This is an optimization exercise on Yosys and OpenROAD, whose aim is small area, not a production implementation. Only simulation tests tie the RTL to the original design; equivalence was not proved. Power is estimated from default activity; no workload was simulated.

### config.mk
export PLATFORM = sky130hd
export DESIGN_NAME = capture_framer
export DESIGN_NICKNAME = capture_framer
export VERILOG_FILES = /design/flow/design.v
export SDC_FILE = /design/flow/constraint.sdc
export NUM_CORES = 4
export LEC_CHECK = 0
export CAP_MARGIN = 20
export CORE_MARGIN = 2
export CORE_UTILIZATION = 40
export SLEW_MARGIN = 20
### constraint.sdc
create_clock -name core_clock -period 7.0 [get_ports {clk}]
set_input_delay 1.4000 -clock core_clock [delete_from_list [all_inputs] [get_ports {clk}]]
set_output_delay 1.4000 -clock core_clock [all_outputs]
set_load 0.01 [all_outputs]
### design.v
package scope_pkg;
    typedef enum logic [2:0] {
        IDLE,
        ARMED,
        CAPTURE,
        SEND_HDR,
        SEND_CFG,
        SEND_DATA,
        SEND_SUM,
        DONE
    } state_t;
    typedef enum logic [1:0] {
        FREE   = 2'b00,
        RISE   = 2'b01,
        FALL   = 2'b10,
        SINGLE = 2'b11
    } mode_t;
    localparam logic [7:0] FRAME_HDR = 8'hA5;
    localparam int unsigned SET_EN_BIT   = 0;
    localparam int unsigned SET_MODE_LSB = 1;
    localparam int unsigned SET_MODE_MSB = 2;
    localparam int unsigned SET_TRIG_LSB = 3;
    localparam int unsigned SET_TRIG_MSB = 7;
endpackage
module frame_buffer #(
    parameter int unsigned NUM_CH    = 2,
    parameter int unsigned SAMPLE_W  = 12,
    parameter int unsigned FRAME_LEN = 64,
    localparam int unsigned DEPTH    = FRAME_LEN * NUM_CH,
    localparam int unsigned ADDR_W   = $clog2(DEPTH),
    localparam int unsigned IDX_W    = $clog2(FRAME_LEN)
) (
    input  logic                       clk,
    input  logic                       wr_en,
    input  logic [IDX_W-1:0]           wr_row,
    input  logic [NUM_CH*SAMPLE_W-1:0] wr_data,
    input  logic [ADDR_W-1:0]          rd_addr,
    output logic [SAMPLE_W-1:0]        rd_data
);
    logic [SAMPLE_W-1:0] mem [DEPTH];
    always_ff @(posedge clk) begin
        if (wr_en) begin
            for (int c = 0; c < NUM_CH; c++) begin
                mem[ADDR_W'(int'(wr_row) * NUM_CH + c)] <= wr_data[c*SAMPLE_W +: SAMPLE_W];
            end
        end
        rd_data <= mem[rd_addr];
    end
endmodule
module capture_framer #(
    parameter int unsigned NUM_CH    = 2,
    parameter int unsigned SAMPLE_W  = 12,
    parameter int unsigned FRAME_LEN = 64
) (
    input  logic                       clk,
    input  logic                       reset,
    input  logic [7:0]                 settings,
    input  logic [SAMPLE_W-1:0]        trig_level,
    input  logic                       sample_valid,
    input  logic [NUM_CH*SAMPLE_W-1:0] samples,
    output logic [7:0]                 tx_data,
    output logic                       tx_valid,
    input  logic                       tx_ready,
    output logic                       busy,
    output logic                       overrun
);
    localparam int unsigned DEPTH  = FRAME_LEN * NUM_CH;
    localparam int unsigned ADDR_W = $clog2(DEPTH);
    localparam int unsigned IDX_W  = $clog2(FRAME_LEN);
    localparam int unsigned BPS    = (SAMPLE_W + 7) / 8;   
    localparam int unsigned BSEL_W = (BPS > 1) ? $clog2(BPS) : 1;
    scope_pkg::state_t              state, state_nxt;
    logic [7:0]          settings_q, settings_q_nxt;
    logic [SAMPLE_W-1:0] level_q, level_q_nxt;
    logic [SAMPLE_W-1:0] prev, prev_nxt;
    logic                have_prev, have_prev_nxt;
    logic [IDX_W-1:0]    sample_idx, sample_idx_nxt;
    logic [ADDR_W-1:0]   word_ptr, word_ptr_nxt;
    logic [BSEL_W-1:0]   byte_sel, byte_sel_nxt;
    logic                data_last, data_last_nxt;
    logic [7:0]          csum, csum_nxt;
    logic [7:0]          tx_data_nxt;
    logic                tx_valid_nxt;
    logic                overrun_nxt;
    logic                wr_en_c;
    logic [IDX_W-1:0]    wr_row_c;
    logic [SAMPLE_W-1:0] rd_data;
    logic [BPS*8-1:0]    rd_ext;
    logic [7:0]          data_byte;
    logic [ADDR_W-1:0]   ptr_adv;
    logic [BSEL_W-1:0]   sel_adv;
    logic                last_load_c;
    logic [4:0]          trig_sel;
    logic [SAMPLE_W-1:0] trig_curr;
    logic                trig_hit_c;
    logic                enable_c;
    logic                take_c;
    scope_pkg::mode_t               mode_q;
    frame_buffer #(
        .NUM_CH    (NUM_CH),
        .SAMPLE_W  (SAMPLE_W),
        .FRAME_LEN (FRAME_LEN)
    ) u_buf (
        .clk     (clk),
        .wr_en   (wr_en_c),
        .wr_row  (wr_row_c),
        .wr_data (samples),
        .rd_addr (word_ptr_nxt),
        .rd_data (rd_data)
    );
    assign enable_c = settings[scope_pkg::SET_EN_BIT];
    assign mode_q   = scope_pkg::mode_t'(settings_q[scope_pkg::SET_MODE_MSB:scope_pkg::SET_MODE_LSB]);
    assign take_c   = tx_valid && tx_ready;
    always_comb begin
        trig_sel  = settings_q[scope_pkg::SET_TRIG_MSB:scope_pkg::SET_TRIG_LSB];
        trig_curr = samples[SAMPLE_W-1:0];
        for (int c = 0; c < NUM_CH; c++) begin
            if (trig_sel == 5'(c)) begin
                trig_curr = samples[c*SAMPLE_W +: SAMPLE_W];
            end
        end
        if (mode_q == scope_pkg::FALL) begin
            trig_hit_c = (prev >= level_q) && (trig_curr < level_q);
        end else begin
            trig_hit_c = (prev < level_q) && (trig_curr >= level_q);
        end
    end
    always_comb begin
        rd_ext    = (BPS*8)'(rd_data);
        data_byte = rd_ext[7:0];
        for (int b = 0; b < BPS; b++) begin
            if (byte_sel == BSEL_W'(b)) begin
                data_byte = rd_ext[b*8 +: 8];
            end
        end
        last_load_c = (word_ptr == ADDR_W'(DEPTH - 1)) && (byte_sel == BSEL_W'(BPS - 1));
        if (byte_sel == BSEL_W'(BPS - 1)) begin
            ptr_adv = word_ptr + ADDR_W'(1);
            sel_adv = '0;
        end else begin
            ptr_adv = word_ptr;
            sel_adv = byte_sel + BSEL_W'(1);
        end
    end
    always_comb begin
        state_nxt      = state;
        settings_q_nxt = settings_q;
        level_q_nxt    = level_q;
        prev_nxt       = prev;
        have_prev_nxt  = have_prev;
        sample_idx_nxt = sample_idx;
        word_ptr_nxt   = word_ptr;
        byte_sel_nxt   = byte_sel;
        data_last_nxt  = data_last;
        csum_nxt       = csum;
        tx_data_nxt    = tx_data;
        tx_valid_nxt   = tx_valid;
        overrun_nxt    = overrun;
        wr_en_c        = 1'b0;
        wr_row_c       = sample_idx;
        case (state)
            scope_pkg::IDLE: begin
                if (enable_c) begin
                    state_nxt      = scope_pkg::ARMED;
                    settings_q_nxt = settings;
                    level_q_nxt    = trig_level;
                    have_prev_nxt  = 1'b0;
                    overrun_nxt    = 1'b0;
                end else if (sample_valid) begin
                    overrun_nxt = 1'b1;
                end
            end
            scope_pkg::ARMED: begin
                if (!enable_c) begin
                    state_nxt = scope_pkg::IDLE;
                end else if (mode_q == scope_pkg::FREE) begin
                    state_nxt      = scope_pkg::CAPTURE;
                    sample_idx_nxt = '0;
                end else if (sample_valid) begin
                    prev_nxt      = trig_curr;
                    have_prev_nxt = 1'b1;
                    if (have_prev && trig_hit_c) begin
                        wr_en_c        = 1'b1;
                        wr_row_c       = '0;
                        sample_idx_nxt = IDX_W'(1);
                        state_nxt      = scope_pkg::CAPTURE;
                    end
                end
            end
            scope_pkg::CAPTURE: begin
                if (!enable_c) begin
                    state_nxt = scope_pkg::IDLE;
                end else if (sample_valid) begin
                    wr_en_c        = 1'b1;
                    sample_idx_nxt = sample_idx + IDX_W'(1);
                    if (sample_idx == IDX_W'(FRAME_LEN - 1)) begin
                        state_nxt     = scope_pkg::SEND_HDR;
                        word_ptr_nxt  = '0;
                        byte_sel_nxt  = '0;
                        data_last_nxt = 1'b0;
                    end
                end
            end
            scope_pkg::SEND_HDR: begin
                overrun_nxt = overrun | sample_valid;
                if (!tx_valid) begin
                    tx_data_nxt  = scope_pkg::FRAME_HDR;
                    tx_valid_nxt = 1'b1;
                    csum_nxt     = scope_pkg::FRAME_HDR;
                end else if (take_c) begin
                    tx_data_nxt = settings_q;
                    csum_nxt    = csum ^ settings_q;
                    state_nxt   = scope_pkg::SEND_CFG;
                end
            end
            scope_pkg::SEND_CFG, scope_pkg::SEND_DATA: begin
                overrun_nxt = overrun | sample_valid;
                if (take_c) begin
                    if (state == scope_pkg::SEND_DATA && data_last) begin
                        tx_data_nxt = csum;
                        state_nxt   = scope_pkg::SEND_SUM;
                    end else begin
                        tx_data_nxt   = data_byte;
                        csum_nxt      = csum ^ data_byte;
                        word_ptr_nxt  = ptr_adv;
                        byte_sel_nxt  = sel_adv;
                        data_last_nxt = last_load_c;
                        state_nxt     = scope_pkg::SEND_DATA;
                    end
                end
            end
            scope_pkg::SEND_SUM: begin
                overrun_nxt = overrun | sample_valid;
                if (take_c) begin
                    tx_valid_nxt  = 1'b0;
                    have_prev_nxt = 1'b0;
                    if (mode_q == scope_pkg::SINGLE) begin
                        state_nxt = scope_pkg::DONE;
                    end else if (enable_c) begin
                        state_nxt = scope_pkg::ARMED;
                    end else begin
                        state_nxt = scope_pkg::IDLE;
                    end
                end
            end
            scope_pkg::DONE: begin
                overrun_nxt = overrun | sample_valid;
                if (!enable_c) begin
                    state_nxt = scope_pkg::IDLE;
                end
            end
            default: state_nxt = scope_pkg::IDLE;
        endcase
    end
    always_ff @(posedge clk) begin
        if (reset) begin
            state      <= scope_pkg::IDLE;
            settings_q <= '0;
            level_q    <= '0;
            prev       <= '0;
            have_prev  <= 1'b0;
            sample_idx <= '0;
            word_ptr   <= '0;
            byte_sel   <= '0;
            data_last  <= 1'b0;
            csum       <= '0;
            tx_data    <= '0;
            tx_valid   <= 1'b0;
            busy       <= 1'b0;
            overrun    <= 1'b0;
        end else begin
            state      <= state_nxt;
            settings_q <= settings_q_nxt;
            level_q    <= level_q_nxt;
            prev       <= prev_nxt;
            have_prev  <= have_prev_nxt;
            sample_idx <= sample_idx_nxt;
            word_ptr   <= word_ptr_nxt;
            byte_sel   <= byte_sel_nxt;
            data_last  <= data_last_nxt;
            csum       <= csum_nxt;
            tx_data    <= tx_data_nxt;
            tx_valid   <= tx_valid_nxt;
            busy       <= (state_nxt != scope_pkg::IDLE) && (state_nxt != scope_pkg::DONE);
            overrun    <= overrun_nxt;
        end
    end
endmodule
### run.sh
#!/bin/bash
# synth_recipe.tcl (not shown) runs the flow's synth.tcl, then flattens the netlist and writes it again
# the make line also repeats each setting of config.mk as NAME=value (left out here)
make -C /OpenROAD-flow-scripts/flow DESIGN_CONFIG=/design/flow/config.mk WORK_HOME=/design/flow/orfs CLKGATE_MAP_FILE= SYNTH_SCRIPT=/design/flow/synth_recipe.tcl finish
==> metrics.md <==
| Metric | Value |
|---|---|
| Pwr dens | `263 nW/µm²` |
| Grt ovf | `0` |
| Fin crit period | `approximately 5.5 ns` |
| Final hold vios | `0` |
| Max IR drop VDD | `about 0.00024 V` |
| Worst hold path class | `reg -> reg` |
| GRT Util Overall | `0.237` |
| CTS Hold Bufs | `0` |
| Count of different cell masters after synthesis | `75` |
| Crit share post-route | `0.781` |
| Seq/Total Area, Yosys | `0.735` |
| Setup_tns | `0 ns` |
| Sink Count | `1,618` |
| Clock tree root driver cell | `clkbuf_16` |
| Relative slew slack | `0.198` |
| Vias in the first global route | `roughly 39,000` |
| Critical path capture point type | `register` |
| Status | `no timing/DRC/antenna violations` |
| CP max FO | `72` |
| Initial antenna violation count | `15` |
| Worst-Skew Late Latency | `0.80 ns` |
| Post-route ant nets | `0` |
| Die Width | `approximately 410 µm` |
| Final Cell Area | `around 74,000 µm²` |
| Via density | `~6` |
| Routed wire length | `around 200 mm` |
| Post-synth design cell area | `between 60,000 and 70,000 µm²` |
| Area Growth Syn to Fin | `13.5%` |
| Share of layout cells above drive strength 1 | `0.124` |
| Total core area | `161,000 µm²` |
| Leak | `23.7 nW` |
| GPL Wtd Cong | `a little over 0.9` |
| Post-Synthesis Cells | `roughly 4,700` |
| Total number of vias | `between 40,000 and 50,000` |
| Total CTS buffers | `between 150 and 200` |
| DPL Wire Length | `between 100 and 150 mm` |
| Syn Area/Cell | `~14 µm²` |
| Largest net degree at the start of global routing | `around 130` |
| RSZ-0062 raised after global routing | `false` |
| Clk slew on worst S/H paths | `about 0.06 ns` |
| CTS tree | `built` |
| Mapped Nets | `~4,800` |
| Number of I/O pins | `59` |
| Asr flop ratio synth | `0` |
| Die ar. | `~170,000 µm²` |
| Row count | `147` |
| CP Launch Type | `primary input` |
| Worst Path Required | `around 7.7 ns` |
| Routed length per placed instance | `between 20 and 30 µm` |
| DRC | `0` |
| FMAX | `0.183 GHz` |
| Max Transition Viols Final | `0` |
| Worst EP arrival | `~6.1 ns` |
| DR pass1 iterations | `6` |
| Setup violations, final | `0` |
| Initial Util | `0.404` |
| Buffers on Ports | `slightly below 60` |
| Setup Skew | `between 0.03 and 0.04 ns` |
| FILL cells | `around 14,000` |
| Top_reg_cell synth | `edfxtp_1` |
| H-tree depth | `4` |
| Placed cell areas | `between 60,000 and 70,000 µm²` |
| Iter 0 DRT Violations | `between 6,000 and 7,000` |
| First-pass GRT wire length | `283 mm` |
| Nets@finish | `4,871` |
| Worst-Margin Slew | `approximately 1.2 ns` |
| Max-Cap Viols | `0` |
| #FFs+latches synth | `1,618` |
| Die Height | `approximately 410 µm` |
| Clock tree buffer depth | `3` |
| Ys Warns | `2` |
| Post-synth EDFFs | `roughly 1,500` |
| Postcts setup bufs | `0` |
| Setup CP Type | `in -> reg` |
| Resized Gates After CTS | `0` |
==> flip-flops by register name, indices dropped and copies added (netlist names) <==
register       flops
u_buf.mem       1536
level_q           12
prev              12
u_buf.rd_data     12
csum               8
settings_q         8
tx_data            8
word_ptr           7
sample_idx         6
state              3
busy               1
byte_sel           1
data_last          1
have_prev          1
overrun            1
tx_valid           1
==> critical path, stage by stage <==
cell	delay [ns]
clkdlybuf4s50_1	0.65
and4b_1	0.49
nand3_1	0.30
a21oi_4	0.41
buf_12	0.27
buf_12	0.37
buf_4	0.31
mux2i_1	0.23
o22ai_1	0.13
o21ai_0	0.60
o2111ai_1	0.48
and4_1	0.38
==> kinds of logic after synthesis <==
kind of cell,count (synthesis),share of synthesized area
AO/OA/AOI/OAI,858,0.0855
XOR/XNOR,2,0.000270
adder cells (fa/ha/maj),26,0.00501
buffers and inverters,324,0.0232
flip-flops,1618,0.735
multiplexers,203,0.0429
AND/OR/NAND/NOR,1656,0.108
==> per-layer routing <==
layer / track usage / vias up / share of wire
li1: - / 18000 / -
met1: 0.325 / 21228 / 0.40
met2: 0.363 / 2136 / 0.45
met3: 0.0576 / 372 / 0.10
met4: 0.0927 / 10 / 0.040
met5: 0 / - / 0.00031
==> per-stage QoR <==
step | hold WS (ns) | power [mW] | setup slack, ns | util | instances
2_1_floorplan | 0.436 | 11.0 | 1.67 | - | 4687
3_3_place_gp | 0.443 | 11.3 | 0.831 | 0.427 | 6791
3_5_place_dp | 0.450 | 11.3 | 0.776 | 0.427 | 6792
4_1_cts | 0.456 | 19.5 | 1.61 | 0.458 | 7088
5_1_grt | 0.474 | 19.9 | 1.42 | 0.458 | 7088
6_report | 0.455 | 19.4 | 1.53 | 0.458 | 7090
==> power by group <==
part	internal (mW)	total [mW]	switching, mW
Combinational	0.101	0.454	0.353
Clock	4.61	8.29	3.67
Sequential	10.6	10.6	0.0384
Total	15.3	19.4	4.07
==> Yosys cell counts (4+ instances only) <==
master,instances,area share
o2111ai_1,15,0.0020
a211oi_1,12,0.0014
mux2_2,15,0.0026
a311oi_1,8,0.0011
o21ai_0,92,0.0071
buf_1,25,0.0014
mux4_2,59,0.020
buf_4,12,0.0014
nor2_1,246,0.014
a211o_1,12,0.0016
dfxtp_1,82,0.025
buf_2,113,0.0087
and4_1,15,0.0020
clkbuf_1,144,0.0083
a31o_1,8,0.0011
nand4b_1,11,0.0015
ha_1,26,0.0050
nand2_1,1035,0.060
buf_6,9,0.0016
o22ai_1,25,0.0024
a221oi_1,5,0.00067
mux2i_1,129,0.020
a2111oi_0,12,0.0016
a32o_1,12,0.0018
nor3_1,49,0.0038
a22oi_1,61,0.0070
a21oi_1,327,0.025
nand2b_1,5,0.00048
a31oi_1,87,0.0084
o211ai_1,17,0.0020
o21a_1,8,0.00092
edfxtp_1,1536,0.71
or3_1,14,0.0013
a32oi_1,72,0.0097
and2_1,7,0.00067
nor3b_1,4,0.00046
nor2b_1,9,0.00087
o311ai_0,27,0.0036
nand3_1,172,0.013
o221ai_1,26,0.0035
inv_1,18,0.0010
nand4_1,68,0.0065
a21o_1,9,0.0010
==> final cells by class <==
cell class / count / area [µm²] / share of cell area
antenna: 2 / 5.00 / 0.0000679
multi-input combinational: 2745 / 16000 / 0.217
sequential: 1618 / 47800 / 0.648
tap: 2160 / 2700 / 0.0367
timing repair buffer: 251 / 2200 / 0.0299
clock inverter: 84 / 607 / 0.00823
clock buffer: 212 / 4390 / 0.0595
inverter: 18 / 67.6 / 0.000917
==> cells in the final DEF, fill, tap and decap left out, types with 17 or more instances in the layout <==
| master | count |
|---|---|
| buf_4 | 195 |
| mux4_2 | 59 |
| o211ai_1 | 17 |
| o22ai_1 | 25 |
| o21ai_0 | 92 |
| nand4_1 | 68 |
| o221ai_1 | 26 |
| clkdlybuf4s50_1 | 33 |
| buf_12 | 19 |
| mux2i_1 | 128 |
| nand2_1 | 1031 |
| nor2_2 | 65 |
| clkinv_1 | 36 |
| nor3_1 | 47 |
| edfxtp_1 | 1536 |
| inv_1 | 18 |
| clkbuf_1 | 41 |
| o311ai_0 | 24 |
| nand3_1 | 172 |
| a21oi_1 | 326 |
| nor2_1 | 179 |
| ha_1 | 26 |
| clkbuf_16 | 167 |
| a31oi_1 | 87 |
| a22oi_1 | 61 |
| a32oi_1 | 72 |
| dfxtp_1 | 81 |
| clkinv_2 | 26 |
==> worst paths after layout <==
path,startpoint,to,slack (ns),cells after the start
worst max-delay path,tx_ready,u_buf.rd_data[2],1.53,12
worst min-delay path,tx_data[0],tx_data[0],0.45,2
worst min register to register,tx_data[0],tx_data[0],0.45,2
worst max register to register,settings_q[3],u_buf.mem[87][3],1.58,15

re-timing with driven ports:
In the flow no input, the clock included, has a driving cell. The finished layout below was timed again as built, in two steps.
Step 1: set_driving_cell puts a clkbuf_16 on clk and a buf_2 on each other input, an assumption about the parent block.
Step 2 adds t to the input delays and takes it off the output delays; t is the mean of the earliest and latest rising clock arrival at the registers after step 1. Input paths then give back, and output paths get back, about the clock's delay inside the block.
Slacks: ideal ports / drivers / drivers and shift; pairs: ideal ports / drivers.
t (ns): 0.859
slack for setup (ns): 1.535 / 1.567 / 0.708
cell pins on the clock port's net: 1
After both steps setup and hold are still met in this run. For this run, drivers alone change the setup slack by +0.032 ns; drivers and shift together by -0.827 ns.
